This design comes from an exercise in tuning for small area on the open sky130 flow, not from production work. The RTL was checked by simulation tests, not by an equivalence proof against the original design. Power is estimated from default activity; no workload was simulated.

### design.v
package pcie_app_pkg;
    localparam int BUF_AW = 10;                  
    typedef logic [63:0]       qword_t;          
    typedef logic [BUF_AW-1:0] buf_addr_t;       
    typedef logic [4:0]        qword_cnt_t;      
endpackage
`timescale 1ns/100ps
module pcie_rx_dma_app (
    input  logic                     trn_clk,
    input  logic                     rst_n,
    input  pcie_app_pkg::qword_t     trn_rd,
    input  logic [7:0]               trn_rrem,
    input  logic                     trn_rsof_n,
    input  logic                     trn_reof_n,
    input  logic                     trn_rsrc_rdy_n,
    input  logic [6:0]               trn_rbar_hit_n,
    output logic                     trn_rdst_rdy_n,
    output pcie_app_pkg::qword_t     trn_td,
    output logic [7:0]               trn_trem_n,
    output logic                     trn_tsof_n,
    output logic                     trn_teof_n,
    output logic                     trn_tsrc_rdy_n,
    output logic                     trn_tsrc_dsc_n,
    input  logic                     trn_tdst_rdy_n,
    input  logic [3:0]               trn_tbuf_av,
    input  logic [15:0]              cfg_command,
    input  logic [7:0]               cfg_bus_number,
    input  logic [4:0]               cfg_device_number,
    input  logic [2:0]               cfg_function_number,
    output logic                     cfg_interrupt_n,
    input  logic                     cfg_interrupt_rdy_n,
    input  logic                     rx_trigger_tlp,
    output logic                     rx_trigger_tlp_ack,
    input  pcie_app_pkg::qword_cnt_t rx_qwords_to_send,
    input  logic                     rx_change_huge_page,
    output logic                     rx_change_huge_page_ack,
    output logic                     rx_huge_page_status_1,
    output logic                     rx_huge_page_status_2,
    output pcie_app_pkg::buf_addr_t  rx_commited_rd_address,
    output pcie_app_pkg::buf_addr_t  rx_rd_addr,
    input  pcie_app_pkg::qword_t     rx_rd_data
);
    assign trn_rdst_rdy_n = 1'b0;                
    assign trn_tsrc_dsc_n = 1'b1;                
    assign trn_trem_n     = 8'h00;               
    logic armed;                                 
    logic data_hit;
    logic wr_lo1, wr_hi1, wr_lo2, wr_hi2, wr_int;
    always_ff @(posedge trn_clk) begin
        if (!rst_n) begin
            armed <= 1'b0;
        end else if (!trn_rsrc_rdy_n) begin
            armed <= !trn_rsof_n && trn_reof_n && (trn_rd[63:56] == 8'h40) &&
                     (trn_rd[41:32] == 10'd1) && !trn_rbar_hit_n[0];
        end
    end
    assign data_hit = rst_n && !trn_rsrc_rdy_n && armed && !trn_reof_n && (trn_rrem == 8'h00);
    assign wr_lo1   = data_hit && (trn_rd[36:32] == 5'h00);
    assign wr_hi1   = data_hit && (trn_rd[36:32] == 5'h04);
    assign wr_lo2   = data_hit && (trn_rd[36:32] == 5'h08);
    assign wr_hi2   = data_hit && (trn_rd[36:32] == 5'h0C);
    assign wr_int   = data_hit && (trn_rd[36:32] == 5'h10);
    logic [63:2] page1, page2;
    always_ff @(posedge trn_clk) begin
        if (wr_lo1) page1[31:2]  <= trn_rd[31:2];
        if (wr_hi1) page1[63:32] <= trn_rd[31:0];
        if (wr_lo2) page2[31:2]  <= trn_rd[31:2];
        if (wr_hi2) page2[63:32] <= trn_rd[31:0];
    end
    logic hi1_q, hi2_q;                          
    logic int_c;                                 
    logic int_en;
    logic ready1, ready2;
    logic freeing;                               
    logic cur_sel;                               
    always_ff @(posedge trn_clk) begin
        hi1_q  <= wr_hi1;
        hi2_q  <= wr_hi2;
        int_c  <= rst_n && (wr_int ? trn_rd[0] : int_c);
        int_en <= rst_n && int_c;
    end
    always_ff @(posedge trn_clk) begin
        if (!rst_n) begin
            ready1 <= 1'b0;
            ready2 <= 1'b0;
        end else begin
            if (hi1_q)                   ready1 <= 1'b1;
            else if (freeing && cur_sel) ready1 <= 1'b0;
            if (hi2_q)                    ready2 <= 1'b1;
            else if (freeing && !cur_sel) ready2 <= 1'b0;
        end
    end
    assign rx_huge_page_status_1 = ready1;
    assign rx_huge_page_status_2 = ready2;
    logic send;                                  
    logic h2;                                    
    logic h1;                                    
    logic dp;                                    
    logic irq;
    logic irqw;
    logic idle;
    logic take_chg;
    logic take_trig;
    logic out_vld;
    logic last;                                  
    logic out_free;
    logic rd_pend;
    logic skid_vld;
    logic avail;
    logic issue;
    logic tlp_done;
    pcie_app_pkg::qword_cnt_t  rd_left;
    logic [17:0]               page_off;         
    pcie_app_pkg::buf_addr_t   rd_addr;
    pcie_app_pkg::buf_addr_t   commit;
    pcie_app_pkg::qword_t      out_q;
    pcie_app_pkg::qword_t      skid_q;
    logic [63:2]               base;
    logic [17:0] page_off_nxt;
    logic [9:0]  rd_addr_nxt;
    logic [4:0]  rd_left_dec;
    logic [18:0] po_c;
    logic [10:0] ra_c;
    logic [5:0]  rl_b;
    assign po_c[0] = issue;
    assign ra_c[0] = issue;
    assign rl_b[0] = issue;
    for (genvar i = 0; i < 18; i++) begin : g_po
        assign page_off_nxt[i] = page_off[i] ^ po_c[i];
        if (i == 8) begin : g_skip                   
            assign po_c[i+1] = issue && (&page_off[8:0]);
        end else begin : g_rip
            assign po_c[i+1] = page_off[i] & po_c[i];
        end
    end
    for (genvar i = 0; i < 10; i++) begin : g_ra
        assign rd_addr_nxt[i] = rd_addr[i] ^ ra_c[i];
        assign ra_c[i+1]      = rd_addr[i] & ra_c[i];
    end
    for (genvar i = 0; i < 5; i++) begin : g_rl
        assign rd_left_dec[i] = rd_left[i] ^ rl_b[i];
        assign rl_b[i+1]      = !rd_left[i] & rl_b[i];
    end
    assign idle      = !(send || h2 || h1 || dp || irq || irqw);
    assign take_chg  = idle && rx_change_huge_page;
    assign take_trig = idle && !rx_change_huge_page && rx_trigger_tlp &&
                       (cur_sel ? ready2 : ready1) && cfg_command[2] && (trn_tbuf_av != 4'd0);
    assign out_free  = !out_vld || !trn_tdst_rdy_n;
    assign avail     = skid_vld || rd_pend;      
    assign issue     = (rd_left != '0) && ((h1 && out_free) || (dp && (out_free || !avail)));
    assign tlp_done  = last && !trn_tdst_rdy_n;
    always_ff @(posedge trn_clk) begin
        if (!rst_n) begin
            send     <= 1'b0;
            h2       <= 1'b0;
            h1       <= 1'b0;
            dp       <= 1'b0;
            irq      <= 1'b0;
            irqw     <= 1'b0;
            freeing  <= 1'b0;
            cur_sel  <= 1'b0;
            page_off <= '0;
            rd_addr  <= '0;
            commit   <= '0;
            rd_pend  <= 1'b0;
            skid_vld <= 1'b0;
            out_vld  <= 1'b0;
            last     <= 1'b0;
        end else begin
            send    <= take_trig;
            h2      <= send;
            h1      <= h2 || (h1 && !out_free);
            dp      <= (h1 && out_free) || (dp && !tlp_done);
            irq     <= (take_chg && int_en) || (irq && cfg_interrupt_rdy_n);
            irqw    <= (take_chg && !int_en) || (irq && !cfg_interrupt_rdy_n);
            freeing <= take_chg;
            if (take_chg) begin
                cur_sel  <= !cur_sel;
            end
            page_off <= take_chg ? '0 : page_off_nxt;
            rd_addr  <= rd_addr_nxt;
            if (tlp_done) commit <= rd_addr;
            rd_pend  <= issue;
            skid_vld <= avail && !out_free;
            if (out_free) begin
                out_vld <= h2 || h1 || (dp && avail);
                last    <= dp && avail && (rd_left == '0);
            end
        end
    end
    always_ff @(posedge trn_clk) begin
        if (take_trig) begin
            rd_left <= rx_qwords_to_send;
        end else begin
            rd_left <= rd_left_dec;
        end
    end
    assign base     = cur_sel ? page2 : page1;
    logic [20:3] sum_lo;
    logic [9:0]  ca, cb;
    assign ca[0] = 1'b0;
    assign cb[0] = 1'b0;
    for (genvar j = 0; j < 9; j++) begin : g_lo
        assign sum_lo[3+j]  = base[3+j] ^ page_off[j] ^ ca[j];
        assign ca[j+1]      = (base[3+j] & page_off[j]) | (ca[j] & (base[3+j] ^ page_off[j]));
        assign sum_lo[12+j] = base[12+j] ^ page_off[9+j] ^ cb[j];
        assign cb[j+1]      = (base[12+j] & page_off[9+j]) | (cb[j] & (base[12+j] ^ page_off[9+j]));
    end
    logic [63:12] hi_inc;
    logic [9:0]   mc;
    logic         c21;
    assign mc[0] = h1 && skid_q[0];
    for (genvar j = 0; j < 9; j++) begin : g_mid
        assign hi_inc[12+j] = skid_q[12+j] ^ mc[j];
        assign mc[j+1]      = skid_q[12+j] & mc[j];
    end
    assign c21 = (h1 && skid_q[1]) || mc[9];
    logic [5:0] hb_ao;                           
    logic [5:0] hb_cin;
    for (genvar k = 0; k < 6; k++) begin : g_hb
        localparam int W = (k == 5) ? 3 : 8;
        logic [W:0] c;
        assign hb_ao[k]  = &skid_q[21+8*k +: W];
        assign hb_cin[k] = (k == 0) ? c21 : (hb_cin[k-1] && hb_ao[k-1]);
        assign c[0] = hb_cin[k];
        for (genvar j = 0; j < W; j++) begin : g_bit
            assign hi_inc[21+8*k+j] = skid_q[21+8*k+j] ^ c[j];
            assign c[j+1]           = skid_q[21+8*k+j] & c[j];
        end
    end
    logic        s_rd, s_trk, s_p1, s_p2, o_h0, o_sk, o_rd;
    logic [63:0] skid_d, out_d, hdr0;
    assign s_rd  = rd_pend && !out_free;
    assign s_trk = !(take_trig || send || h2 || h1 || skid_vld);
    assign s_p1  = !s_rd && !cur_sel;
    assign s_p2  = !s_rd && cur_sel;
    assign skid_d[63:21] = (rx_rd_data[63:21] & {43{s_rd}}) | (page1[63:21] & {43{s_p1}}) |
                           (page2[63:21] & {43{s_p2}});
    assign skid_d[20:0]  = s_rd ? rx_rd_data[20:0] : {sum_lo, base[2], cb[9], ca[9]};
    assign hdr0  = {8'h60, 14'd0, 4'd0, rd_left, 1'b0,
                    cfg_bus_number, cfg_device_number, cfg_function_number, 8'h00, 8'hFF};
    assign o_h0  = h2;
    assign o_sk  = !h2 && (h1 || skid_vld);
    assign o_rd  = !h2 && !(h1 || skid_vld);
    assign out_d = (hdr0 & {64{o_h0}}) |
                   ({hi_inc, skid_q[11:2], skid_q[1:0] & {2{!h1}}} & {64{o_sk}}) |
                   (rx_rd_data & {64{o_rd}});
    always_ff @(posedge trn_clk) begin
        if (s_rd || s_trk) skid_q <= skid_d;
        if (out_free)      out_q  <= out_d;
    end
    assign trn_td                  = out_q;
    assign trn_tsrc_rdy_n          = !out_vld;
    assign trn_tsof_n              = !h1;
    assign trn_teof_n              = !last;
    assign rx_trigger_tlp_ack      = tlp_done;
    assign rx_change_huge_page_ack = irqw;
    assign cfg_interrupt_n         = !irq;
    assign rx_commited_rd_address  = commit;
    assign rx_rd_addr              = rd_addr;
endmodule
### flow/run.sh
#!/bin/bash
# Standard synthesis and layout, with the port buffers as the smallest buffer
# cell and a lighter clock tree. Each step's full log is kept under
# orfs/logs; make's own output goes to flow_synth.log and flow_layout.log.
set -euo pipefail
bash standard.sh synth > flow_synth.log 2>&1
bash standard.sh finish \
    "BUFFER_PORTS_ARGS=-buffer_cell sky130_fd_sc_hd__buf_1" \
    "CTS_ARGS=-sink_clustering_enable -repair_clock_nets -dont_use_dummy_load -buf_list sky130_fd_sc_hd__clkbuf_4 -sink_clustering_size 10 -sink_clustering_max_diameter 40" \
    > flow_layout.log 2>&1
### standard.sh
#!/bin/bash
# synth_recipe.tcl (not shown) runs the flow's synth.tcl, then flattens the netlist and writes it again
# the make line also repeats each setting of config.mk as NAME=value (left out here)
make -C /OpenROAD-flow-scripts/flow DESIGN_CONFIG=/design/flow/config.mk WORK_HOME=/design/flow/orfs CLKGATE_MAP_FILE= SYNTH_SCRIPT=/design/flow/synth_recipe.tcl "${@:-finish}"
### config.mk
export PLATFORM = sky130hd
export DESIGN_NAME = pcie_rx_dma_app
export DESIGN_NICKNAME = pcie_rx_dma_app
export VERILOG_FILES = /design/flow/design.v
export SDC_FILE = /design/flow/constraint.sdc
export NUM_CORES = 4
export LEC_CHECK = 0
export CAP_MARGIN = 20
export CORE_MARGIN = 2
export CORE_UTILIZATION = 80
export SLEW_MARGIN = 20
### constraint.sdc
create_clock -name core_clock -period 5.0 [get_ports {trn_clk}]
set_input_delay 1.0000 -clock core_clock [delete_from_list [all_inputs] [get_ports {trn_clk}]]
set_output_delay 1.0000 -clock core_clock [all_outputs]
set_load 0.01 [all_outputs]
==> results of run 1 <==
==> synthesized netlist by cell type (2+ instances only) <==
cell type	n
sky130_fd_sc_hd__o22a_1	8
sky130_fd_sc_hd__edfxtp_1	252
sky130_fd_sc_hd__ha_1	77
sky130_fd_sc_hd__conb_1	2
sky130_fd_sc_hd__nor4_1	8
sky130_fd_sc_hd__nor3_1	6
sky130_fd_sc_hd__or4_1	2
sky130_fd_sc_hd__and3_1	17
sky130_fd_sc_hd__fa_1	16
sky130_fd_sc_hd__buf_4	11
sky130_fd_sc_hd__buf_1	3
sky130_fd_sc_hd__xnor2_1	9
sky130_fd_sc_hd__xor2_1	2
sky130_fd_sc_hd__dfxtp_1	62
sky130_fd_sc_hd__mux2i_1	74
sky130_fd_sc_hd__nand4_1	14
sky130_fd_sc_hd__o21bai_1	2
sky130_fd_sc_hd__o31ai_1	3
sky130_fd_sc_hd__a22oi_1	2
sky130_fd_sc_hd__a21oi_1	21
sky130_fd_sc_hd__nor2_2	2
sky130_fd_sc_hd__a31oi_1	2
sky130_fd_sc_hd__buf_2	13
sky130_fd_sc_hd__mux2_2	14
sky130_fd_sc_hd__and2_1	14
sky130_fd_sc_hd__clkbuf_1	29
sky130_fd_sc_hd__a22o_1	29
sky130_fd_sc_hd__nand2b_1	2
sky130_fd_sc_hd__nor2_1	30
sky130_fd_sc_hd__nand3b_1	3
sky130_fd_sc_hd__or3_1	3
sky130_fd_sc_hd__nand2_1	137
sky130_fd_sc_hd__inv_1	28
sky130_fd_sc_hd__nand3_1	4
sky130_fd_sc_hd__o21ai_0	70
==> sequential cells by signal, summed over array words and instances (netlist names), 5 cells and up <==
register and flops:
skid_q 64, rd_left 5, page_off 18, commit 10, out_q 64, page1 62
rd_addr 10, page2 62
==> worst max-delay path: stages, from the launching register on <==
cell and delay [ns]:
sky130_fd_sc_hd__edfxtp_1 0.40, sky130_fd_sc_hd__and2_1 0.21, sky130_fd_sc_hd__ha_1 0.19, sky130_fd_sc_hd__ha_1 0.18
sky130_fd_sc_hd__ha_1 0.19, sky130_fd_sc_hd__ha_1 0.19, sky130_fd_sc_hd__ha_1 0.18, sky130_fd_sc_hd__ha_1 0.20
sky130_fd_sc_hd__ha_1 0.19, sky130_fd_sc_hd__ha_1 0.18, sky130_fd_sc_hd__ha_1 0.17, sky130_fd_sc_hd__a21o_1 0.19
sky130_fd_sc_hd__nor3b_2 0.18, sky130_fd_sc_hd__nand2_2 0.16, sky130_fd_sc_hd__inv_1 0.07, sky130_fd_sc_hd__ha_1 0.20
sky130_fd_sc_hd__ha_1 0.18, sky130_fd_sc_hd__ha_1 0.19, sky130_fd_sc_hd__ha_1 0.19, sky130_fd_sc_hd__ha_1 0.19
sky130_fd_sc_hd__ha_1 0.20, sky130_fd_sc_hd__ha_1 0.31, sky130_fd_sc_hd__a22o_1 0.20
==> power by group <==
group          internal, mW  switching, mW  total, mW
Sequential             2.88         0.0325       2.91
Clock                 0.352          0.757       1.11
Combinational         0.121          0.179      0.301
Total                  3.35          0.969       4.32
==> cells by family after synthesis <==
family,share of synthesized area (%)
AOI/OAI and AO/OA,6.507
xor gates and xnor gates,0.7118
adders and majority gates,9.483
buffers and inverters,2.754
DFF,65.07
muxes,6.747
other,0.05548
and+or+nand+nor,8.670
==> per-stage QoR <==
step | hold WS, ns | utilization, %
floorplan | 0.4130 | -
global placement | 0.4148 | 88.55
detailed placement | 0.4468 | 88.55
CTS | 0.4598 | 90.27
global route | 0.4822 | 90.30
finish | 0.4570 | 90.34
==> cells in the final DEF, fill, tap and decap left out, types with 2 or more instances in the layout <==
cell type / instances
sky130_fd_sc_hd__buf_1: 249
sky130_fd_sc_hd__o21bai_1: 2
sky130_fd_sc_hd__mux2i_1: 74
sky130_fd_sc_hd__o22a_1: 8
sky130_fd_sc_hd__nor4_1: 8
sky130_fd_sc_hd__nand4_1: 14
sky130_fd_sc_hd__a21oi_1: 21
sky130_fd_sc_hd__a31oi_1: 2
sky130_fd_sc_hd__buf_4: 16
sky130_fd_sc_hd__xnor2_1: 9
sky130_fd_sc_hd__or4_1: 2
sky130_fd_sc_hd__inv_1: 28
sky130_fd_sc_hd__fa_1: 16
sky130_fd_sc_hd__nand3b_1: 3
sky130_fd_sc_hd__dfxtp_1: 61
sky130_fd_sc_hd__clkbuf_4: 38
sky130_fd_sc_hd__nand2_1: 135
sky130_fd_sc_hd__xor2_1: 2
sky130_fd_sc_hd__and2_1: 14
sky130_fd_sc_hd__nor2_1: 29
sky130_fd_sc_hd__or3_1: 3
sky130_fd_sc_hd__ha_1: 77
sky130_fd_sc_hd__nor3_2: 4
sky130_fd_sc_hd__diode_2: 4
sky130_fd_sc_hd__conb_1: 10
sky130_fd_sc_hd__edfxtp_1: 252
sky130_fd_sc_hd__mux2_2: 14
sky130_fd_sc_hd__nand2b_1: 2
sky130_fd_sc_hd__and3_1: 16
sky130_fd_sc_hd__a22o_1: 29
sky130_fd_sc_hd__nand3_1: 4
sky130_fd_sc_hd__o21ai_0: 70
sky130_fd_sc_hd__o31ai_1: 2
sky130_fd_sc_hd__nor2_2: 3
sky130_fd_sc_hd__a22oi_1: 2
sky130_fd_sc_hd__nor3_1: 2
==> area by class of cell <==
cell class,count,area (um^2)
Antenna cell,4,10.01
Inverter,28,105.1
Tap cell,220,275.3
Timing Repair Buffer,265,1055
Clock buffer,38,285.3
Fill cell,703,1602
Multi-Input combinational cell,595,4439
Sequential cell,314,8812
==> what timing repair did <==
action / 4_1_cts / 5_1_grt
buffers inserted: 0 / 0
setup endpoints to repair: 0 / 4
gates resized for setup: 0 / 1
==> worst max-delay path by stage <==
| stage | startpoint | slack (ns) | endpoint | depth (start not counted) |
|---|---|---|---|---|
| finish | skid_q[0]$_DFFE_PP_ | 0.24 | out_q[43]$_DFFE_PN_ | 22 |
| global route | skid_q[0]$_DFFE_PP_ | 0.05 | out_q[44]$_DFFE_PN_ | 23 |
| CTS | skid_q[0]$_DFFE_PP_ | 0.13 | out_q[44]$_DFFE_PN_ | 23 |
| detailed placement | skid_q[0]$_DFFE_PP_ | 0.15 | out_q[44]$_DFFE_PN_ | 23 |
| global placement | skid_q[0]$_DFFE_PP_ | 0.34 | out_q[43]$_DFFE_PN_ | 22 |
| floorplan | trn_tbuf_av[1] | 0.03 | skid_q[0]$_DFFE_PP_ | 3 |
==> per-layer routing <==
metal,routed length [um],up-vias
met5,0,-
met4,1415,0
met3,2986,110
met2,16840,605
met1,11390,4469
li1,-,4115
==> run notes, run 1 <==
Timing
The minimum period implied by the final worst setup slack is 4.759 ns. The largest clock skew in the final design is 0.04056 ns. In this run the tightest slew margin relative to its limit is 33.82%. The share of the cycle needed by the critical path after routing is 95.19%. Setup violations remaining at the end of the flow were counted as 0. The number of pins exceeding their max-slew limit in the final report is 0. The final count of hold timing violations is 0. Setup repair after global routing left no endpoint under its margin. The achievable frequency is 210.1 MHz. The measured slew at the worst slew-check pin is 0.9927 ns. For the final routed database, the setup TNS stands at 0 ns. The worst path setup slack after routing is 0.2406 ns.

CTS
TritonCTS created 38 clock buffers. Hold repair after CTS inserted 0 buffers. The source-to-sink clock delay at the later pin of the worst-skew pair is 0.65 ns.

The maximum level of the CTS H-tree is 2. The longest clock path from root to sink contains 3 buffers. The clock tree from TritonCTS is done. For this design, the sink count on the clock tree is 314. The root buffer cell chosen for the clock tree is sky130_fd_sc_hd__clkbuf_4. The clock-pin transition on the worst setup and hold timing paths is 0.11 ns.

Floorplan
For this configuration, the core starts out at a cell density of 81.63%. The core region is 16580 um^2. The row count is 47.

The die footprint is 17980 um^2. The number of placed I/O pins is 295. From bottom edge to top edge, the die measures 134.1 um. The horizontal die dimension is 134.1 um.

Drt
The routed design has 32.64 mm of wire. The detailed router's first-iteration violation count is 1035. The DRC violation count after routing is 0. In the final routed layout, each cell accounts on average for 22.29 um. Before antenna repair, the detailed router went through 6 iterations. The routed layout has 9299 vias. The detail route stage leaves a number of antenna-violating nets equal to 0.

After detailed routing, the number of vias per cell comes to 6.352.

Global route
The global-route wire length before repair is 48.85 mm. For this run, global-route usage on met1 was measured as 44.28%. For met3 alone, demand over resource in global routing was 7.710%. The most utilized layer in the global route result is met2. For this run the aggregate overflow at the end of global routing stands at 0.

Global routing used 64.30% of the available met2 tracks. The number of global-route vias before repair is 9320. The maximum number of pins on one net before global-route repair is 103.

The global routing usage summed across all routing layers is 36.58%. The initial antenna violation count is 3.

Yosys
The number of distinct library cells after synthesis is 49. Of the post-synthesis cell area, the dominant cell type holds 55.90%. Counting flops and latches in the post-synthesis netlist gives 314. For this run, the number of Yosys warnings is 1. A synthesized cell averages 13.74 um^2.

Of all cell types, the one taking the most synthesized area is sky130_fd_sc_hd__edfxtp_1. The gate count after technology mapping is 985. Of the synthesized area, sequential elements account for 65.07%. The most used flip-flop cell after synthesis is sky130_fd_sc_hd__edfxtp_1. Yosys mapped a number of flops with a built-in enable equal to 252. The share of async-settable or async-resettable flops after synthesis is 0%.

The netlist area before placement is 13540 um^2. In the post-synthesis netlist, the biggest area contributors are sky130_fd_sc_hd__edfxtp_1, sky130_fd_sc_hd__dfxtp_1, sky130_fd_sc_hd__ha_1.

Critical path
The endpoint kind of the worst setup timing path is a flip-flop. Data arrives at the worst endpoint at 5.18 ns. The startpoint of the worst-slack reg-to-reg timing path is skid_q[0]$_DFFE_PP_. In this run the worst path has a maximum fanout of 4. The worst-case register-to-register setup slack is 0.24 ns. The number of cells on the worst reg-to-reg path is 22. The capture point of the worst reg-to-reg path is out_q[43]$_DFFE_PN_. Data on the critical path is required at its endpoint by 5.42 ns. The startpoint kind of the worst setup timing path is a flip-flop. The worst setup path category is flip-flop to flip-flop.

Placed design
Once placement completed, the tool counted placed cells totaling 1422. The minimum setup slack after placement is 0.1511 ns. The final RePlAce weighted congestion is 0.8914. The placed standard-cell area is 14680 um^2. The quantity of I/O buffers inserted on ports is 249. After legalization and detailed placement, the total HPWL measured 22.45 mm.

Pwr
The power density of the placed cells is 288.4 nW/um^2. Overall power consumption after layout is estimated at 4.320 mW. The analysis attributes to cell leakage a power of 5.739 nW. The largest vdd supply drop is 0.2589 mV.

Layout
The post-route non-filler standard cell count is 1464. The number of nets in the layout is 1528. The area growth from synthesis to layout is 10.68%. Of the cells placed in the final design, the portion with a size suffix greater than 1 is 6.935%.

Summing all non-filler instances in the final layout gives an area of 14980 um^2.

Outcome
The flow ran to the end and the layout has no timing, DRC or antenna violations.

Job
The number of max-cap violations is 0.

Min path
The path class of the tightest hold or removal check is flip-flop to flip-flop. The hold path startpoint is commit[5]$_SDFFE_PN0P_. The number of instances on the worst hold path is 2. The worst hold path endpoint is commit[5]$_SDFFE_PN0P_.
==> run 2: changes to the inputs <==
--- a/config.mk
+++ b/config.mk
@@ -10,2 +10,4 @@
 export CORE_UTILIZATION = 80
+export GPL_ROUTABILITY_DRIVEN = 0
+export GPL_TIMING_DRIVEN = 0
 export SLEW_MARGIN = 20
==> run 2 against run 1 <==
Effect of this change: maximum frequency down 3.4%; still clean; first-iteration DRC count up 8.6%; worst hold slack better by 0.0079 ns; synthesized area unchanged; synthesized cell count unchanged; combinational power up 7.0%; largest power group unchanged; clock-buffer cell count unchanged; sequential share of layout area down 1.3 points; setup slack worse by 0.17 ns; sequential power about the same; design area up 2.3%; critical path depth down 7.
==> run notes, run 2 <==
Pwr
The total leakage power is 5.939 nW (+3.5%). The post-route total power is 4.372 mW (+1.2%). The power density of the placed cells is 285.4 nW/um^2 (-1.0%).

The switching power summed over all nets was 1.012 mW (+4.5%). The share of power burned in the clock network was 26.1% (+0.4 points). The internal power summed over all cells is 3.360 mW (+0.26%). The combinational fraction of design power was 7.4% (+0.4 points).

The part of the total power dissipated in sequential elements came to 66.6% (-0.8 points). The largest vdd supply drop came to 0.2491 mV (-3.8%). The switching portion of total power was 23.15% (+0.72 points).

Min path
The path class of the tightest hold or removal check is flip-flop to flip-flop. The worst hold path endpoint is commit[9]$_SDFFE_PN0P_. The startpoint identified for the worst hold timing path is commit[9]$_SDFFE_PN0P_. The number of instances on the worst hold path was 2 (unchanged).

Timing
The minimum period implied by the final worst setup slack is 4.928 ns (+0.1686 ns). The count of final setup violators was 0 (unchanged). The share of the cycle needed by the critical path after routing is 98.56% (+3.4 points). The setup TNS is 0 ns (unchanged). The final count of hold timing violations is 0 (unchanged).

The number of pins exceeding their max-slew limit in the final report was 0 (unchanged). The relative slew slack was 41.82% (+8.0 points). The worst slack on hold paths is 0.4649 ns (+0.007857 ns). The achievable frequency was 202.9 MHz (-3.4%). The largest clock skew in the final design is 0.07476 ns (+0.03420 ns). The measured slew at the worst slew-check pin is 0.8679 ns (-0.1247 ns).

Drt
The count of antenna-violating nets left after detailed routing is 0 (unchanged). The via density per instance is 6.567 (+3.4%). The average routed wire per standard cell is 23.87 um (+7.1%). The detailed router's first-iteration violation count is 1124 (+8.6%). The first-pass iteration count of the detailed router came to 7 (+1).

The final routed wirelength across all metal layers came to 36.30 mm (+11%). The DRC violation count after routing is 0 (unchanged). The vias after detailed routing is 9989 (+7.4%).

CTS
The maximum number of buffers from clock root to sink is 3 (unchanged). The total clock sinks is 314 (unchanged). The maximum level of the CTS H-tree was 2 (unchanged). The cts-stage hold buffer count is 0 (unchanged). The source-to-sink clock delay at the later pin of the worst-skew pair is 0.69 ns (+0.04 ns). TritonCTS built the clock tree. The number of buffers created by CTS was 38 (unchanged). The tree is rooted in a sky130_fd_sc_hd__clkbuf_4. The clock-pin transition on the worst setup and hold timing paths came to 0.10 ns (about the same).

Global route
The number of global-route vias before repair is 9878 (+6.0%). The leftover overflow at the end of global routing is 0 (unchanged). The global routing usage summed across all routing layers came to 40.54% (+4.0 points). The initial antenna violation count is 3 (unchanged). The global-route wire length before repair is 53.90 mm (+10%). The maximum number of pins on one net before global-route repair is 45 (-56%).

Placed design
The placed wire-length estimate was 25.89 mm (+15%). The total instance count after detailed placement was 1479 (+4.0%). The quantity of I/O buffers inserted on ports is 249 (unchanged).

Critical path
The critical path goes through buf_6, mux2_2, ha_1, inv_1, fa_1, inv_1, fa_1, fa_1, fa_1, fa_2, fa_1, fa_1, inv_1, fa_1, a21oi_2. The data arrival time of the critical path is 5.45 ns (+0.27 ns). The worst-case register-to-register setup slack is 0.07 ns (-0.17 ns).

The worst setup path category is flip-flop to flip-flop. The worst reg2reg path depth is 15 (-32%). The slowest stage of the critical path is the sky130_fd_sc_hd__fa_1 cell. Grouping stages by cell kind, the critical path spends the most delay in adder cells. The startpoint of the worst-slack reg-to-reg timing path is cur_sel$_SDFFE_PN0P_. The endpoint kind of the worst setup timing path is a flip-flop. The worst path buffer plus inverter count is 4 (+3). The endpoint identified for the worst register-to-register timing path is skid_q[11]$_DFFE_PP_. The delay of the slowest critical-path stage is 0.46 ns (+0.06 ns). The cell repeated most along the worst path is sky130_fd_sc_hd__fa_1.

The critical path required time is 5.52 ns (+0.10 ns). The worst-path maximum fanout is 10 (+6). The startpoint kind of the worst setup timing path is a flip-flop.

Layout
The largest registers in the layout are out_q: 64 flops, skid_q: 64 flops. The fraction of layout cells with a size suffix above 1 was 8.944% (+2.0 points). The post-layout utilization of the core is 92.39% (+2.0 points). Compared with the post-synthesis result, the final layout area differs by 13.18%. The number of nets in the layout is 1585 (+3.7%). In the layout the commonest cells are sky130_fd_sc_hd__edfxtp_1, sky130_fd_sc_hd__buf_1, sky130_fd_sc_hd__nand2_1. The most frequent standard cell in the layout excluding fill and tap cells is sky130_fd_sc_hd__edfxtp_1. The post-route non-filler standard cell count is 1521 (+3.9%).

Yosys
The compound-cell area share of the yosys netlist is 6.507% (unchanged). The dominant combinational cell family by area after synthesis is adder cells. The mean instance size in the synthesized netlist is 13.74 um^2 (unchanged). The number of flops mapped to enable cells by yosys is 252 (unchanged).

The number of storage elements in the synthesis netlist is 314 (unchanged). The most used flip-flop cell after synthesis is sky130_fd_sc_hd__edfxtp_1. The netlist area before placement is 13540 um^2 (unchanged).

The gate count after technology mapping is 985 (unchanged). The adder and majority cell fraction of the synthesized area is 9.483% (unchanged). By count the netlist is led by sky130_fd_sc_hd__edfxtp_1, sky130_fd_sc_hd__nand2_1, sky130_fd_sc_hd__ha_1. By instance count, the leading cell after synthesis is sky130_fd_sc_hd__edfxtp_1. The number of distinct library cells after synthesis is 49 (unchanged). The proportion of synthesized chip area in sequential cells was 65.07% (unchanged).

Yosys attributes the largest share of cell area to sky130_fd_sc_hd__edfxtp_1, sky130_fd_sc_hd__dfxtp_1, sky130_fd_sc_hd__ha_1. The fraction of the mapped netlist area in simple logic gates is 8.670% (unchanged). The share of async-settable or async-resettable flops after synthesis is 0% (unchanged).

sky130_fd_sc_hd__edfxtp_1 takes more of the synthesized area than any other cell. The XOR/XNOR share of the synthesized area is 0.7117% (unchanged). The mux share of post-synthesis cell area was 6.747% (unchanged). The area fraction of the dominant cell type after synthesis is 55.90% (unchanged).

The total of warnings raised by yosys is 1 (unchanged).

Floorplan
The die footprint is 17980 um^2 (unchanged). The initial standard-cell utilization of the core is 81.63% (unchanged). The core area is 16580 um^2 (unchanged). The row count came to 47 (unchanged). The height of the chip is 134.1 um (unchanged). The horizontal die dimension is 134.1 um (unchanged). The number of placed I/O pins is 295 (unchanged).

Job
The number of max-cap violations came to 0 (unchanged).

Outcome
The flow ran to the end and the layout has no timing, DRC or antenna violations.
-- run 2: cell families after synthesis --
kind of cell / Yosys count
mux: 89
compound gates: 142
xor+xnor: 11
fa+ha+maj: 93
simple gates: 250
flops: 314
buf+inv: 84
other cells: 2
-- run 2: layout make-up --
| cell class | count | area (um^2) |
|---|---|---|
| Clock buffer | 38 | 285.3 |
| Sequential cell | 314 | 8813 |
| Inverter | 28 | 105.1 |
| Buffer | 55 | 276.5 |
| Multi-Input combinational cell | 595 | 4454 |
| Tap cell | 220 | 275.3 |
| Timing Repair Buffer | 267 | 1101 |
| Antenna cell | 4 | 10.01 |
| Fill cell | 589 | 1262 |
-- run 2: worst min-delay path, stage by stage (launching register included) --
cell and delay (ns):
sky130_fd_sc_hd__dfxtp_1 0.32, sky130_fd_sc_hd__nand2_1 0.05, sky130_fd_sc_hd__a21oi_1 0.05
-- run 2: per-layer routing --
layer | vias up | part of all wire, % | global-route usage, %
met2 | 872 | 50 | 70.11
met5 | - | 0 | 0
met1 | 4694 | 33 | 47.89
met4 | 0 | 5.9 | 20.18
met3 | 201 | 11 | 9.864
li1 | 4222 | - | -
-- run 2: through the flow --
step           cell area [um^2]  worst slack [ns]
3_5_place_dp              14980           -0.2108
5_1_grt                   15310          -0.01856
6_report                  15320           0.07199
3_3_place_gp              14780            -1.351
2_1_floorplan             13570           0.03396
4_1_cts                   15280         -0.006953
-- run 2: how the worst max path moves through the flow --
stage / depth (start not counted) / to / start
after detailed placement: 15 / skid_q[20]$_DFFE_PP_ / cur_sel$_SDFFE_PN0P_
after floorplan: 3 / skid_q[0]$_DFFE_PP_ / trn_tbuf_av[1]
after global placement: 4 / skid_q[60]$_DFFE_PP_ / trn_tbuf_av[1]
after CTS: 15 / skid_q[20]$_DFFE_PP_ / cur_sel$_SDFFE_PN0P_
final: 15 / skid_q[11]$_DFFE_PP_ / cur_sel$_SDFFE_PN0P_
after global routing: 15 / skid_q[20]$_DFFE_PP_ / cur_sel$_SDFFE_PN0P_
-- run 2: power by group through the flow --
stage          registers (mW)  clock network [mW]  logic [mW]
6_report                 2.91                1.14       0.322
3_3_place_gp             2.96                   0       0.285
4_1_cts                  2.91                1.13       0.310
2_1_floorplan            2.97                   0       0.145
3_5_place_dp             2.97                   0       0.302
5_1_grt                  2.91                1.23       0.340
-- run 2: repair_timing --
action	CTS	global route
setup endpoints to repair	6	8
resized for setup	7	10
endpoints found under the hold margin	0	0
buffers inserted	0	1
pin swaps	0	1
==> run 3: changes to the inputs <==
--- a/config.mk
+++ b/config.mk
@@ -9,5 +9,3 @@
 export CORE_MARGIN = 2
-export CORE_UTILIZATION = 80
-export GPL_ROUTABILITY_DRIVEN = 0
-export GPL_TIMING_DRIVEN = 0
+export CORE_UTILIZATION = 65
 export SLEW_MARGIN = 20
==> run 3 against run 2 <==
Effect of this change: wire length fell by 20%; synthesized area did not move; die area rose by 22%; combinational power fell by 13%; setup slack improved by 0.17 ns; clock power barely moved; worst hold slack got worse by 0.017 ns; synthesized cell count did not move; clock-buffer cell count rose by 4; critical path type unchanged.
==> run notes, run 3 <==
Outcome
The run finished with no timing, DRC or antenna violations.

Yosys
Yosys attributes the largest share of cell area to sky130_fd_sc_hd__edfxtp_1, sky130_fd_sc_hd__dfxtp_1, sky130_fd_sc_hd__ha_1. The compound-cell area share of the yosys netlist was 6.507% (unchanged). The adder and majority cell fraction of the synthesized area is 9.483% (unchanged). The XOR/XNOR share of the synthesized area is 0.7117% (unchanged). The netlist area before placement came to 13540 um^2 (unchanged). The number of storage elements in the synthesis netlist came to 314 (unchanged). The dominant cell type by area after synthesis is sky130_fd_sc_hd__edfxtp_1. The number of distinct library cells after synthesis is 49 (unchanged). The number of flops mapped to enable cells by yosys came to 252 (unchanged). The dominant combinational cell family by area after synthesis is adder cells. The proportion of synthesized chip area in sequential cells is 65.07% (unchanged). The mean instance size in the synthesized netlist is 13.74 um^2 (unchanged). For this run, the leading register cell type out of synthesis is sky130_fd_sc_hd__edfxtp_1.

The commonest cells after synthesis are sky130_fd_sc_hd__edfxtp_1, sky130_fd_sc_hd__nand2_1, sky130_fd_sc_hd__ha_1. The mux share of post-synthesis cell area is 6.747% (unchanged). The share of async-settable or async-resettable flops after synthesis is 0% (unchanged). The gate count after technology mapping is 985 (unchanged). The fraction of the mapped netlist area in simple logic gates was 8.670% (unchanged). The total of warnings raised by yosys is 1 (unchanged).

Among all cell types in the netlist, the one instantiated most often is sky130_fd_sc_hd__edfxtp_1. The area fraction of the dominant cell type after synthesis is 55.90% (unchanged).

Critical path
The startpoint of the worst-slack reg-to-reg timing path is cur_sel$_SDFFE_PN0P_. The setup path with the least slack is of type flip-flop to flip-flop. The data arrival time of the critical path was 5.21 ns (-0.24 ns). The worst-case register-to-register setup slack is 0.24 ns (+0.17 ns). The worst setup path is captured at a flip-flop. The cell family contributing the most delay on the critical path is adder cells.

The critical path required time is 5.45 ns (-0.07 ns). The worst path buffer plus inverter count came to 3 (-1). The startpoint kind of the worst setup timing path is a flip-flop. The signal on the critical path passes through mux2_2, ha_1, inv_1, fa_1, inv_1, fa_1, fa_1, fa_1, fa_1, fa_1, fa_1, inv_1, fa_1, a21oi_1.

The worst reg2reg path depth was 14 (-1). The delay of the slowest critical-path stage is 0.46 ns (about the same). The worst register-to-register path ends at skid_q[20]$_DFFE_PP_. The cell repeated most along the worst path is sky130_fd_sc_hd__fa_1. The slowest cell on the critical path is sky130_fd_sc_hd__dfxtp_4.

The worst-path maximum fanout is 13 (+3).

Floorplan
The number of placed I/O pins is 295 (unchanged). The height of the chip is 148.3 um (+11%). The die footprint is 22000 um^2 (+22%). The horizontal die dimension came to 148.3 um (+11%). The row count is 52 (+11%).

The initial standard-cell utilization of the core is 66.47% (-15 points). The core area came to 20360 um^2 (+23%).

Job
The number of max-cap violations is 0 (unchanged).

Global route
The global-route wire length before repair is 44.42 mm (-18%). The maximum number of pins on one net before global-route repair came to 103 (+130%). The number of global-route vias before repair is 8545 (-13%). The initial antenna violation count is 2 (-1). The leftover overflow at the end of global routing was 0 (unchanged). The global routing usage summed across all routing layers is 26.45% (-14 points).

CTS
The number of buffers created by CTS is 42 (+11%). The cts-stage hold buffer count is 0 (unchanged). The maximum level of the CTS H-tree is 2 (unchanged). The clock-pin transition on the worst setup and hold timing paths came to 0.10 ns (about the same). The total clock sinks is 314 (unchanged). The maximum number of buffers from clock root to sink was 3 (unchanged).

The total setup buffers inserted after CTS is 0 (unchanged). The number of gates resized after CTS came to 0 (-7). The clock tree from TritonCTS is done.

The source-to-sink clock delay at the later pin of the worst-skew pair is 0.67 ns (-0.02 ns). The root buffer cell chosen for the clock tree is sky130_fd_sc_hd__clkbuf_4.

Min path
The number of instances on the worst hold path is 1 (-1). The worst hold path endpoint is int_en$_DFF_P_. In this run the most critical hold path is launched from int_c$_DFF_P_. The path class of the tightest hold or removal check is flip-flop to flip-flop.

Placed design
The final RePlAce weighted congestion is 0.8522. The minimum setup slack after placement is 0.1988 ns (+0.4096 ns). The quantity of I/O buffers inserted on ports came to 249 (unchanged). The placed wire-length estimate is 20.57 mm (-21%).

Timing
The final count of hold timing violations was 0 (unchanged). The measured slew at the worst slew-check pin is 0.9477 ns (+0.07978 ns). The achievable frequency is 210.0 MHz (+3.5%). The worst slack on hold paths is 0.4480 ns (-0.01687 ns). Setup repair after global routing left no endpoint under its margin.

The minimum period implied by the final worst setup slack was 4.762 ns (-0.1664 ns). The share of the cycle needed by the critical path after routing is 95.23% (-3.3 points). The worst path setup slack after routing is 0.2384 ns (+0.1664 ns). The setup TNS is 0 ns (unchanged). The number of pins exceeding their max-slew limit in the final report is 0 (unchanged). The relative slew slack came to 36.82% (-5.0 points). The count of final setup violators is 0 (unchanged). The largest clock skew in the final design was 0.08189 ns (+0.007135 ns).

Layout
The filler cell count in the final layout is 1434 (+140%). The fraction of layout cells with a size suffix above 1 came to 7.303% (-1.6 points). The number of nets in the layout is 1534 (-3.2%). The top cell types in the final layout, fill and taps aside, are sky130_fd_sc_hd__edfxtp_1, sky130_fd_sc_hd__buf_1, sky130_fd_sc_hd__nand2_1. The most frequent standard cell in the layout excluding fill and tap cells is sky130_fd_sc_hd__edfxtp_1. The post-layout utilization of the core was 74.06% (-18 points). The largest registers in the layout are out_q: 64 flops, skid_q: 64 flops. From synthesis to final layout, the design area changed by 11.42%.

Drt
The count of antenna-violating nets left after detailed routing came to 0 (unchanged). The via density per instance came to 5.691 (-13%). The vias after detailed routing is 8639 (-14%). The average routed wire per standard cell is 19.03 um (-20%). The first-pass iteration count of the detailed router is 5 (-2). The detailed router's first-iteration violation count was 513 (-54%). The final routed wirelength across all metal layers came to 28.89 mm (-20%). The DRC violation count after routing was 0 (unchanged).

Pwr
The power density of the placed cells is 288.4 nW/um^2 (+1.1%). The total leakage power is 5.767 nW (-2.9%). The largest vdd supply drop was 0.2091 mV (-16%).
## run 3: cell counts after synthesis
Identical to the previous run, type by type.
## run 3: through the flow
stage | instance area [um^2] | instances | total power, mW
after CTS | 15080 | 1516 | 4.380
after global routing | 15080 | 1518 | 4.510
after global placement | 14760 | 1474 | 3.243
after floorplan | 13570 | 993 | 3.119
after detailed placement | 14760 | 1474 | 3.252
final | 15080 | 1518 | 4.350
## run 3: report_power, final
| group | leakage [nW] | internal [mW] | switching [mW] |
|---|---|---|---|
| Clock | 0.193 | 0.388 | 0.770 |
| Sequential | 2.97 | 2.88 | 0.0325 |
| Combinational | 2.60 | 0.119 | 0.162 |
| Total | 5.77 | 3.38 | 0.965 |
## run 3: worst max path at each step
stage | slack (ns) | to | cells past startpoint | from
2_1_floorplan | 0.03 | skid_q[0]$_DFFE_PP_ | 3 | trn_tbuf_av[1]
3_3_place_gp | 0.29 | out_q[51]$_DFFE_PN_ | 22 | skid_q[0]$_DFFE_PP_
3_5_place_dp | 0.20 | out_q[59]$_DFFE_PN_ | 22 | skid_q[0]$_DFFE_PP_
4_1_cts | 0.21 | out_q[59]$_DFFE_PN_ | 22 | skid_q[0]$_DFFE_PP_
5_1_grt | 0.01 | out_q[59]$_DFFE_PN_ | 22 | skid_q[0]$_DFFE_PP_
6_report | 0.24 | skid_q[20]$_DFFE_PP_ | 14 | cur_sel$_SDFFE_PN0P_
## run 3: worst register-to-register path: stages (launching register included)
cell and delay (ns):
sky130_fd_sc_hd__dfxtp_4 0.46, sky130_fd_sc_hd__mux2_2 0.37, sky130_fd_sc_hd__ha_1 0.19, sky130_fd_sc_hd__inv_1 0.08, sky130_fd_sc_hd__fa_1 0.18, sky130_fd_sc_hd__inv_1 0.05, sky130_fd_sc_hd__fa_1 0.42, sky130_fd_sc_hd__fa_1 0.44
sky130_fd_sc_hd__fa_1 0.44, sky130_fd_sc_hd__fa_1 0.43, sky130_fd_sc_hd__fa_1 0.43, sky130_fd_sc_hd__fa_1 0.40, sky130_fd_sc_hd__inv_1 0.08, sky130_fd_sc_hd__fa_1 0.43, sky130_fd_sc_hd__a21oi_1 0.15
## run 3: cell type report
cell class	count	area [um^2]	area share, %
multi-input cells	595	4437	29.42
repair buffers	267	1070	7.093
clock buffers	42	315.3	2.091
inverters	28	105.1	0.6969
diodes	2	5.005	0.03318
well taps	270	337.8	2.240
flip-flops and latches	314	8812	58.43
## run 3: logic make-up after synthesis
logic type	count (synthesis)
fa+ha+maj	93
simple gates	250
buf+inv	84
flops	314
xor+xnor	11
compound gates	142
other cells	2
mux	89
## run 3: per-layer routing
layer | up-vias | wire length [um] | track usage, % | part of all wire [%]
met5 | - | 0 | 0 | 0
met4 | 0 | 727 | 8.714 | 2.5
met3 | 59 | 1911 | 4.571 | 6.6
met2 | 305 | 14530 | 46.25 | 50
met1 | 4152 | 11720 | 33.87 | 41
li1 | 4123 | - | - | -
==> run 4: changes to the inputs <==
--- a/flow/run.sh
+++ b/flow/run.sh
@@ -8,3 +8,3 @@
     "BUFFER_PORTS_ARGS=-buffer_cell sky130_fd_sc_hd__buf_1" \
-    "CTS_ARGS=-sink_clustering_enable -repair_clock_nets -dont_use_dummy_load -buf_list sky130_fd_sc_hd__clkbuf_4 -sink_clustering_size 10 -sink_clustering_max_diameter 40" \
+    "CTS_ARGS=-sink_clustering_enable -repair_clock_nets -dont_use_dummy_load -buf_list sky130_fd_sc_hd__clkbuf_4 -sink_clustering_size 12 -sink_clustering_max_diameter 35" \
     > flow_layout.log 2>&1
--- a/config.mk
+++ b/config.mk
@@ -9,3 +9,3 @@
 export CORE_MARGIN = 2
-export CORE_UTILIZATION = 65
+export CORE_UTILIZATION = 80
 export SLEW_MARGIN = 20
==> run 4 against run 3 <==
Effect of this change: still clean; synthesized area stayed put; clock power decreased by 4%; combinational power up 7%; register-to-register slack is essentially flat; clock-buffer cell count fell by 3; critical path type unchanged; largest cell class unchanged; highest routed layer unchanged.
==> run notes, run 4 <==
Outcome
The run finished with no timing, DRC or antenna violations.

Floorplan
The row count was 47 (-9.6%). The height of the chip came to 134.1 um (-9.6%). The die footprint is 17980 um^2 (-18%). The number of placed I/O pins is 295 (unchanged). The core area is 16580 um^2 (-19%). The horizontal die dimension is 134.1 um (-9.6%). The initial standard-cell utilization of the core is 81.63% (+15 points).

Global route
The leftover overflow at the end of global routing is 0 (unchanged). The number of global-route vias before repair is 9270 (+8.5%). The global-route wire length before repair is 48.24 mm (+8.6%).

The maximum number of pins on one net before global-route repair came to 103 (unchanged). The initial antenna violation count is 3 (+1). The global routing usage summed across all routing layers is 36.05% (+9.6 points).

CTS
CTS placed an instance of sky130_fd_sc_hd__clkbuf_4 at the clock tree root. The clock-pin transition on the worst setup and hold timing paths was 0.10 ns (about the same). The total clock sinks is 314 (unchanged). The cts-stage hold buffer count is 0 (unchanged). The source-to-sink clock delay at the later pin of the worst-skew pair is 0.65 ns (-0.02 ns). The number of buffers created by CTS is 39 (-7.1%). The maximum number of buffers from clock root to sink came to 3 (unchanged). The maximum level of the CTS H-tree is 2 (unchanged).

The clock tree from TritonCTS is done.

Pwr
The post-route total power was 4.323 mW (-0.62%). The share of power burned in the clock network is 25.7% (-0.9 points). The combinational fraction of design power is 6.9% (+0.4 points). The internal power summed over all cells is 3.361 mW (-0.72%).

The total leakage power came to 5.743 nW (-0.41%). The power density of the placed cells is 288.4 nW/um^2 (about the same). The switching portion of total power is 22.26% (+0.077 points). The switching power summed over all nets came to 0.9623 mW (-0.27%). The part of the total power dissipated in sequential elements is 67.3% (+0.4 points).

The largest vdd supply drop is 0.2780 mV (+33%).

Drt
The average routed wire per standard cell is 21.87 um (+15%). The detailed router's first-iteration violation count came to 879 (+71%). The vias after detailed routing was 9241 (+7.0%). The final routed wirelength across all metal layers was 32.02 mm (+11%).

The count of antenna-violating nets left after detailed routing was 0 (unchanged). The first-pass iteration count of the detailed router came to 6 (+1). The DRC violation count after routing is 0 (unchanged). The via density per instance is 6.312 (+11%).

Timing
The measured slew at the worst slew-check pin was 0.9939 ns (+0.04615 ns). The share of the cycle needed by the critical path after routing is 95.01% (-0.22 points). The number of pins exceeding their max-slew limit in the final report is 0 (unchanged). The setup TNS came to 0 ns (unchanged). The relative slew slack is 33.74% (-3.1 points). The largest clock skew in the final design is 0.04866 ns (-0.03323 ns).

The final count of hold timing violations was 0 (unchanged). The minimum period implied by the final worst setup slack is 4.751 ns (-0.01089 ns). Setup repair after global routing left no endpoint under its margin. The achievable frequency is 210.5 MHz (+0.23%). The count of final setup violators is 0 (unchanged).

Layout
The filler cell count in the final layout is 697 (-51%). Leaving out fill and tap cells, the most frequent cell in the layout is sky130_fd_sc_hd__edfxtp_1. The multi-input gate area in the final layout was 4439 um^2 (about the same).

The area occupied by registers is 8812 um^2 (unchanged). The fraction of layout cells with a size suffix above 1 is 7.010% (-0.29 points). The area growth from synthesis to layout is 10.71%.

The number of nets in the layout is 1529 (-0.33%). The largest registers in the layout are out_q: 64 flops, skid_q: 64 flops. Leaving out fill and tap cells, the most frequent cells in the layout are sky130_fd_sc_hd__edfxtp_1, sky130_fd_sc_hd__buf_1, sky130_fd_sc_hd__nand2_1.

Job
The number of max-cap violations is 0 (unchanged).

Critical path
The data arrival time of the critical path is 5.15 ns (-0.06 ns). The delay of the slowest critical-path stage is 0.40 ns (-0.06 ns). The worst-path maximum fanout came to 4 (-9). The capture point of the worst reg-to-reg path is out_q[59]$_DFFE_PN_.

The worst reg2reg path depth came to 22 (+8). The endpoint kind of the worst setup timing path is a flip-flop. STA classifies the critical path startpoint as a flip-flop. Following the worst setup path forward leads to its endpoint at out_q[59]$_DFFE_PN_. The critical path required time was 5.40 ns (-0.05 ns). The worst setup path category is flip-flop to flip-flop. The worst-case register-to-register setup slack is 0.25 ns (about the same). By instance count, the cell type seen most on the critical path is sky130_fd_sc_hd__ha_1. Walking the worst path, the cells encountered are and2_1, ha_1, ha_1, ha_1, ha_1, ha_1, ha_1, ha_1, ha_1, ha_1, a21o_1, nor3b_2, nand2_2, nor2_1, ha_1, ha_1, ha_1, ha_1, ha_1, ha_1, ha_1, a22o_1. The startpoint of the worst-slack reg-to-reg timing path is skid_q[0]$_DFFE_PP_. In this run the worst setup path begins at skid_q[0]$_DFFE_PP_.

The slowest cell on the critical path is sky130_fd_sc_hd__edfxtp_1.

Yosys
The gate count after technology mapping was 985 (unchanged). The number of distinct library cells after synthesis is 49 (unchanged). Of all cell types, the one taking the most synthesized area is sky130_fd_sc_hd__edfxtp_1. The number of flops mapped to enable cells by yosys came to 252 (unchanged). Sorting the synthesized cells by area gives the leading types as sky130_fd_sc_hd__edfxtp_1, sky130_fd_sc_hd__dfxtp_1, sky130_fd_sc_hd__ha_1. The netlist area before placement is 13540 um^2 (unchanged). The area fraction of the dominant cell type after synthesis is 55.90% (unchanged). The proportion of synthesized chip area in sequential cells came to 65.07% (unchanged).

The most used flip-flop cell after synthesis is sky130_fd_sc_hd__edfxtp_1. The total of warnings raised by yosys came to 1 (unchanged). In the synthesized netlist, the cells that appear most often are sky130_fd_sc_hd__edfxtp_1, sky130_fd_sc_hd__nand2_1, sky130_fd_sc_hd__ha_1. In the post-synthesis netlist, the cell with the most instances is sky130_fd_sc_hd__edfxtp_1. The number of storage elements in the synthesis netlist was 314 (unchanged).

The share of async-settable or async-resettable flops after synthesis is 0% (unchanged). The mean instance size in the synthesized netlist came to 13.74 um^2 (unchanged).

Placed design
The quantity of I/O buffers inserted on ports is 249 (unchanged). The final RePlAce weighted congestion was 0.8914 (+4.6%). The placed wire-length estimate is 22.45 mm (+9.2%).

Min path
The path category of the worst min-delay check is flip-flop to flip-flop.
[run 4: cell counts after synthesis]
Identical to the previous run, type by type.
[run 4: timing repair]
action,4_1_cts,5_1_grt
setup buffers,0,0
hold endpoints to repair,0,0
gates resized for setup,0,1
endpoints found under the setup margin,0,6
[run 4: critical path: cells and delay by family (launching register included)]
kind | cells | cell delay (ns)
AOI/OAI and AO/OA | 2 | 0.39
adders and majority gates | 16 | 3.11
DFF | 1 | 0.40
and+or+nand+nor | 4 | 0.60
[run 4: layer usage]
layer  GRT usage (%)  part of all wire [%]  vias to the layer above
met5               0                     0                        -
met4           14.68                   4.1                        0
met3           6.878                   9.5                       99
met2           63.87                    51                      629
met1           44.02                    35                     4403
li1                -                     -                     4110
[run 4: cell families after synthesis]
| logic type | count (synthesis) | share of synthesized area (%) |
|---|---|---|
| simple gates | 250 | 8.670 |
| compound gates | 142 | 6.507 |
| other cells | 2 | 0.05548 |
| fa+ha+maj | 93 | 9.483 |
| mux | 89 | 6.747 |
| flops | 314 | 65.07 |
| xor+xnor | 11 | 0.7118 |
| buf+inv | 84 | 2.754 |
[run 4: layout make-up]
| type | count | share of cell area [%] |
|---|---|---|
| diodes | 3 | 0.05009 |
| clock buffers | 39 | 1.954 |
| inverters | 28 | 0.7013 |
| multi-input cells | 595 | 29.62 |
| flip-flops and latches | 314 | 58.80 |
| well taps | 220 | 1.837 |
| repair buffers | 265 | 7.038 |
[run 4: worst min path at each step]
| stage | slack, ns | end | startpoint | cells after the start |
|---|---|---|---|---|
| after floorplan | 0.41 | ready1$_SDFFE_PN0P_ | hi1_q$_DFF_P_ | 2 |
| after global placement | 0.41 | ready2$_SDFFE_PN0P_ | hi2_q$_DFF_P_ | 2 |
| after detailed placement | 0.45 | commit[5]$_SDFFE_PN0P_ | commit[5]$_SDFFE_PN0P_ | 2 |
| after CTS | 0.46 | commit[5]$_SDFFE_PN0P_ | commit[5]$_SDFFE_PN0P_ | 2 |
| after global routing | 0.48 | commit[6]$_SDFFE_PN0P_ | commit[6]$_SDFFE_PN0P_ | 2 |
| final | 0.46 | commit[5]$_SDFFE_PN0P_ | commit[5]$_SDFFE_PN0P_ | 2 |
[run 4: power by group through the flow]
| stage | logic (mW) | clock network, mW | registers, mW |
|---|---|---|---|
| after floorplan | 0.145 | 0 | 2.97 |
| final | 0.300 | 1.11 | 2.91 |
| after CTS | 0.295 | 1.12 | 2.91 |
| after global routing | 0.322 | 1.22 | 2.92 |
| after detailed placement | 0.292 | 0 | 2.97 |
| after global placement | 0.273 | 0 | 2.96 |
[run 4: metrics by stage]
step	hold WS (ns)	std cells	util (%)	cell area [um^2]	worst slack, ns
final	0.4569	1464	90.37	14990	0.2493
after global routing	0.4822	1463	90.36	14980	0.05470
after CTS	0.4598	1461	90.31	14980	0.1172
after detailed placement	0.4468	1422	88.55	14680	0.1511
after global placement	0.4148	1422	88.55	14680	0.3351
after floorplan	0.4130	993	-	13570	0.03396
==> run 5: changes to the inputs <==
--- a/design.v
+++ b/design.v
@@ -63,7 +63,14 @@
     logic [63:2] page1, page2;
-    always_ff @(posedge trn_clk) begin
-        if (wr_lo1) page1[31:2]  <= trn_rd[31:2];
-        if (wr_hi1) page1[63:32] <= trn_rd[31:0];
-        if (wr_lo2) page2[31:2]  <= trn_rd[31:2];
-        if (wr_hi2) page2[63:32] <= trn_rd[31:0];
+    logic [63:2] page1_d, page2_d;
+    for (genvar i = 2; i < 64; i++) begin : g_page
+        localparam int J = (i < 32) ? i : i - 32;
+        logic w1, w2;
+        assign w1 = (i < 32) ? wr_lo1 : wr_hi1;
+        assign w2 = (i < 32) ? wr_lo2 : wr_hi2;
+        sel2 u_p1 (.a(trn_rd[J]), .sa(w1), .b(page1[i]), .sb(!w1), .y(page1_d[i]));
+        sel2 u_p2 (.a(trn_rd[J]), .sa(w2), .b(page2[i]), .sb(!w2), .y(page2_d[i]));
+    end
+    always_ff @(posedge trn_clk) begin
+        page1 <= page1_d;
+        page2 <= page2_d;
     end
@@ -163,3 +170,2 @@
             rd_addr  <= '0;
-            commit   <= '0;
             rd_pend  <= 1'b0;
@@ -181,3 +187,2 @@
             rd_addr  <= rd_addr_nxt;
-            if (tlp_done) commit <= rd_addr;
             rd_pend  <= issue;
@@ -190,10 +195,20 @@
     end
-    always_ff @(posedge trn_clk) begin
-        if (take_trig) begin
-            rd_left <= rx_qwords_to_send;
-        end else begin
-            rd_left <= rd_left_dec;
-        end
-    end
-    assign base     = cur_sel ? page2 : page1;
+    logic [9:0] commit_d;
+    logic [4:0] rd_left_d;
+    for (genvar i = 0; i < 10; i++) begin : g_commit
+        sel2 u_sel (.a(rd_addr[i]), .sa(rst_n && tlp_done), .b(commit[i]), .sb(rst_n && !tlp_done),
+                    .y(commit_d[i]));
+    end
+    for (genvar i = 0; i < 5; i++) begin : g_rd_left
+        sel2 u_sel (.a(rx_qwords_to_send[i]), .sa(take_trig), .b(rd_left_dec[i]), .sb(!take_trig),
+                    .y(rd_left_d[i]));
+    end
+    always_ff @(posedge trn_clk) begin
+        commit  <= commit_d;
+        rd_left <= rd_left_d;
+    end
+    for (genvar i = 2; i < 21; i++) begin : g_base
+        sel2 u_sel (.a(page1[i]), .sa(!cur_sel), .b(page2[i]), .sb(cur_sel), .y(base[i]));
+    end
+    assign base[63:21] = cur_sel ? page2[63:21] : page1[63:21];
     logic [20:3] sum_lo;
@@ -230,22 +245,52 @@
     end
-    logic        s_rd, s_trk, s_p1, s_p2, o_h0, o_sk, o_rd;
-    logic [63:0] skid_d, out_d, hdr0;
-    assign s_rd  = rd_pend && !out_free;
-    assign s_trk = !(take_trig || send || h2 || h1 || skid_vld);
-    assign s_p1  = !s_rd && !cur_sel;
-    assign s_p2  = !s_rd && cur_sel;
-    assign skid_d[63:21] = (rx_rd_data[63:21] & {43{s_rd}}) | (page1[63:21] & {43{s_p1}}) |
-                           (page2[63:21] & {43{s_p2}});
-    assign skid_d[20:0]  = s_rd ? rx_rd_data[20:0] : {sum_lo, base[2], cb[9], ca[9]};
-    assign hdr0  = {8'h60, 14'd0, 4'd0, rd_left, 1'b0,
-                    cfg_bus_number, cfg_device_number, cfg_function_number, 8'h00, 8'hFF};
-    assign o_h0  = h2;
-    assign o_sk  = !h2 && (h1 || skid_vld);
-    assign o_rd  = !h2 && !(h1 || skid_vld);
-    assign out_d = (hdr0 & {64{o_h0}}) |
-                   ({hi_inc, skid_q[11:2], skid_q[1:0] & {2{!h1}}} & {64{o_sk}}) |
-                   (rx_rd_data & {64{o_rd}});
-    always_ff @(posedge trn_clk) begin
-        if (s_rd || s_trk) skid_q <= skid_d;
-        if (out_free)      out_q  <= out_d;
+    localparam logic [63:0] HDR0_ONES = 64'h6000_0000_0000_00FF;    
+    logic        s_rd, s_trk, s_t, s_p1, s_p2, s_hold;
+    logic        o_h0, o_sk, o_rd, o_hold;
+    logic [63:0] skid_d, out_d, hdr0, out_sk;
+    assign s_rd   = rd_pend && !out_free;
+    assign s_trk  = !(take_trig || send || h2 || h1 || skid_vld);
+    assign s_t    = s_trk && !s_rd;
+    assign s_p1   = s_t && !cur_sel;
+    assign s_p2   = s_t && cur_sel;
+    assign s_hold = !(s_rd || s_trk);
+    logic [20:0] trk_lo;
+    assign trk_lo = {sum_lo, base[2], cb[9], ca[9]};
+    for (genvar i = 0; i < 64; i++) begin : g_skid
+        if (i < 21) begin : g_lo
+            sel3 u_sel (.a(rx_rd_data[i]), .sa(s_rd), .b(trk_lo[i]), .sb(s_t), .c(skid_q[i]), .sc(s_hold),
+                        .y(skid_d[i]));
+        end else begin : g_hi
+            logic yn;
+            sel3n u_sel (.a(rx_rd_data[i]), .sa(s_rd), .b(page1[i]), .sb(s_p1), .c(page2[i]), .sc(s_p2),
+                         .yn(yn));
+            or_and u_or (.an(yn), .b(skid_q[i]), .sb(s_hold), .y(skid_d[i]));
+        end
+    end
+    assign hdr0   = {8'h60, 14'd0, 4'd0, rd_left, 1'b0,
+                     cfg_bus_number, cfg_device_number, cfg_function_number, 8'h00, 8'hFF};
+    assign out_sk = {hi_inc, skid_q[11:2], skid_q[1:0] & {2{!h1}}};
+    assign o_h0   = out_free && h2;
+    assign o_sk   = out_free && !h2 && (h1 || skid_vld);
+    assign o_rd   = out_free && !h2 && !(h1 || skid_vld);
+    assign o_hold = !out_free;
+    for (genvar i = 0; i < 64; i++) begin : g_out
+        if ((i >= 16 && i < 32) || (i >= 33 && i < 38)) begin : g_var       
+            logic yn;
+            sel3n u_sel (.a(hdr0[i]), .sa(o_h0), .b(out_sk[i]), .sb(o_sk), .c(rx_rd_data[i]), .sc(o_rd),
+                         .yn(yn));
+            or_and u_or (.an(yn), .b(out_q[i]), .sb(o_hold), .y(out_d[i]));
+        end else begin : g_const
+            logic yn;
+            sel3n u_sel (.a(out_sk[i]), .sa(o_sk), .b(rx_rd_data[i]), .sb(o_rd), .c(out_q[i]), .sc(o_hold),
+                         .yn(yn));
+            if (HDR0_ONES[i]) begin : g_one
+                assign out_d[i] = o_h0 || !yn;
+            end else begin : g_zero
+                assign out_d[i] = !yn;
+            end
+        end
+    end
+    always_ff @(posedge trn_clk) begin
+        skid_q <= skid_d;
+        out_q  <= out_d;
     end
@@ -261 +306,25 @@
 endmodule
+module sel3 (
+    input  logic a, sa, b, sb, c, sc,
+    output logic y
+);
+    assign y = (a & sa) | (b & sb) | (c & sc);
+endmodule
+module sel2 (
+    input  logic a, sa, b, sb,
+    output logic y
+);
+    assign y = (a & sa) | (b & sb);
+endmodule
+module sel3n (
+    input  logic a, sa, b, sb, c, sc,
+    output logic yn
+);
+    assign yn = !((a & sa) | (b & sb) | (c & sc));
+endmodule
+module or_and (
+    input  logic an, b, sb,
+    output logic y
+);
+    assign y = !an | (b & sb);
+endmodule
--- a/flow/run.sh
+++ b/flow/run.sh
@@ -8,3 +8,3 @@
     "BUFFER_PORTS_ARGS=-buffer_cell sky130_fd_sc_hd__buf_1" \
-    "CTS_ARGS=-sink_clustering_enable -repair_clock_nets -dont_use_dummy_load -buf_list sky130_fd_sc_hd__clkbuf_4 -sink_clustering_size 12 -sink_clustering_max_diameter 35" \
+    "CTS_ARGS=-sink_clustering_enable -repair_clock_nets -dont_use_dummy_load -buf_list sky130_fd_sc_hd__clkbuf_4 -sink_clustering_size 10 -sink_clustering_max_diameter 40" \
     > flow_layout.log 2>&1
--- a/config.mk
+++ b/config.mk
@@ -11 +11,2 @@
 export SLEW_MARGIN = 20
+export SYNTH_HIERARCHICAL = 1
==> run 5 against run 4 <==
Effect of this change: sequential cell count stayed put; critical path depth is 2 higher; global-route usage is 9.1 points higher; sequential power is 12% lower.
==> run notes, run 5 <==
Job
The number of max-cap violations is 0 (unchanged).

Yosys
The number of distinct library cells after synthesis is 45 (-8.2%). The number of flops mapped to enable cells by yosys is 0 (-100%). The proportion of synthesized chip area in sequential cells was 51.05% (-14 points).

Among all flip-flop cells after synthesis, the most frequent one is sky130_fd_sc_hd__dfxtp_1. The adder and majority cell fraction of the synthesized area is 10.42% (+0.94 points). The mean instance size in the synthesized netlist came to 11.92 um^2 (-13%).

In the post-synthesis netlist, the cell with the most instances is sky130_fd_sc_hd__dfxtp_1. The mux share of post-synthesis cell area came to 0.08128% (-6.7 points).

Critical path
The signal on the critical path passes through and2_1, ha_1, ha_1, ha_1, ha_1, ha_1, ha_2, ha_1, ha_1, ha_1, a21o_1, nor3b_1, nand2_2, nor2_1, ha_1, ha_1, ha_1, ha_1, ha_1, ha_1, ha_1, xor2_1, a222oi_1, inv_1. STA classifies the critical path startpoint as a flip-flop. Counting stages on the worst path, the most repeated cell is sky130_fd_sc_hd__ha_1. The critical path is of the flip-flop to flip-flop type. The slowest cell on the critical path is sky130_fd_sc_hd__a222oi_1.

The worst reg2reg path depth is 24 (+9.1%).

Global route
The number of global-route vias before repair is 11070 (+19%). The global-route wire length before repair is 58.21 mm (+21%). The met1 usage in global routing is 54.57% (+11 points).

Timing
The relative slew slack is 26.43% (-7.3 points). The measured slew at the worst slew-check pin is 1.097 ns (+0.1029 ns). The final count of hold timing violations is 0 (unchanged). The achievable frequency came to 204.1 MHz (-3.0%). The count of final setup violators was 0 (unchanged).

Outcome
The run finished with no timing, DRC or antenna violations.

CTS
The maximum level of the CTS H-tree was 2 (unchanged). The root cell of the clock tree is sky130_fd_sc_hd__clkbuf_4.

Layout
In the final layout, the registers with the most flip-flops are out_q: 64 flops, skid_q: 64 flops. The area occupied by registers was 6286 um^2 (-29%).

Pwr
The largest vdd supply drop is 0.2456 mV (-12%).

Floorplan
The number of placed I/O pins was 295 (unchanged).

Drt
The detailed router's first-iteration violation count came to 2111 (+140%). The first-pass iteration count of the detailed router was 12 (+6). The average routed wire per standard cell came to 25.10 um (+15%).

The vias after detailed routing is 11270 (+22%).
## run 5: worst max path at each step
stage	depth (start not counted)	slack, ns	end	startpoint
3_5_place_dp	24	0.12	out_q[52]$_DFF_P_	skid_q[0]$_DFF_P_
3_3_place_gp	24	0.33	out_q[60]$_DFF_P_	skid_q[0]$_DFF_P_
4_1_cts	24	0.06	out_q[52]$_DFF_P_	skid_q[0]$_DFF_P_
2_1_floorplan	5	0.01	out_q[16]$_DFF_P_	trn_tdst_rdy_n
5_1_grt	24	-0.006	out_q[44]$_DFF_P_	skid_q[0]$_DFF_P_
6_report	24	0.10	out_q[52]$_DFF_P_	skid_q[0]$_DFF_P_
## run 5: area by class of cell
cell class | instances | share of cell area, %
repair buffers | 272 | 8.137
well taps | 188 | 1.687
diodes | 2 | 0.03588
flip-flops and latches | 314 | 45.07
inverters | 97 | 2.611
clock buffers | 39 | 2.099
multi-input cells | 612 | 40.36
## run 5: report_power, final
group | internal [mW] | total (mW) | switching, mW
Sequential | 2.53 | 2.56 | 0.0222
Combinational | 0.0830 | 0.251 | 0.168
Clock | 0.361 | 1.15 | 0.787
## run 5: stage by stage
stage	area, um^2	worst slack (ns)	hold WS [ns]	instances	setup TNS (ns)
global route	13940	-0.006198	0.4871	1523	-0.007429
global placement	13590	0.3345	0.4210	1480	0
finish	13950	0.1014	0.4693	1524	0
floorplan	12340	0.01250	0.4130	1041	0
CTS	13890	0.05796	0.4631	1519	0
detailed placement	13590	0.1215	0.4363	1480	0
## run 5: routing by layer
layer	vias up	wire, um
met4	0	1962
met2	1040	18570
li1	4708	-
met5	-	0
met1	5329	13190
met3	197	4520
## run 5: cells by family after synthesis
group | after synthesis
adders and majority gates | 93
muxes | 1
buffers and inverters | 115
xor gates and xnor gates | 11
AOI/OAI and AO/OA | 365
DFF | 314
other | 2
and+or+nand+nor | 132
## run 5: Yosys stat by module, one instance, submodules excluded
module           cells inside  copies in the design  cell area [um^2]  flip-flops and latches
sel3                        2                    21             13.76                       0
or_and                      1                    64             10.01                       0
sel3n                       1                   107             10.01                       0
pcie_rx_dma_app           662                     1              8930                     314
sel2                        1                   158             8.758                       0
## run 5: worst max-delay path: cells and delay by family (launching register included)
family / cells / cell delay [ns]
adder cells (fa/ha/maj): 16 / 3.06
AND/OR/NAND/NOR: 4 / 0.59
AO/OA/AOI/OAI: 2 / 0.54
flip-flops: 1 / 0.34
XOR/XNOR: 1 / 0.16
buffers and inverters: 1 / 0.07
## run 5: timing repair
action                                 CTS  global route
resized for setup                        0             2
endpoints found under the hold margin    0             0
setup buffers                            0             1
setup endpoints to repair                0             5

Setup slack of run 5, layout unchanged: 0.101 ns with ideal ports, 0.101 ns with driving cells assumed (clock clkbuf_16, inputs buf_2), 0.101 ns with port delays also shifted by the 0.683 ns mid clock arrival.
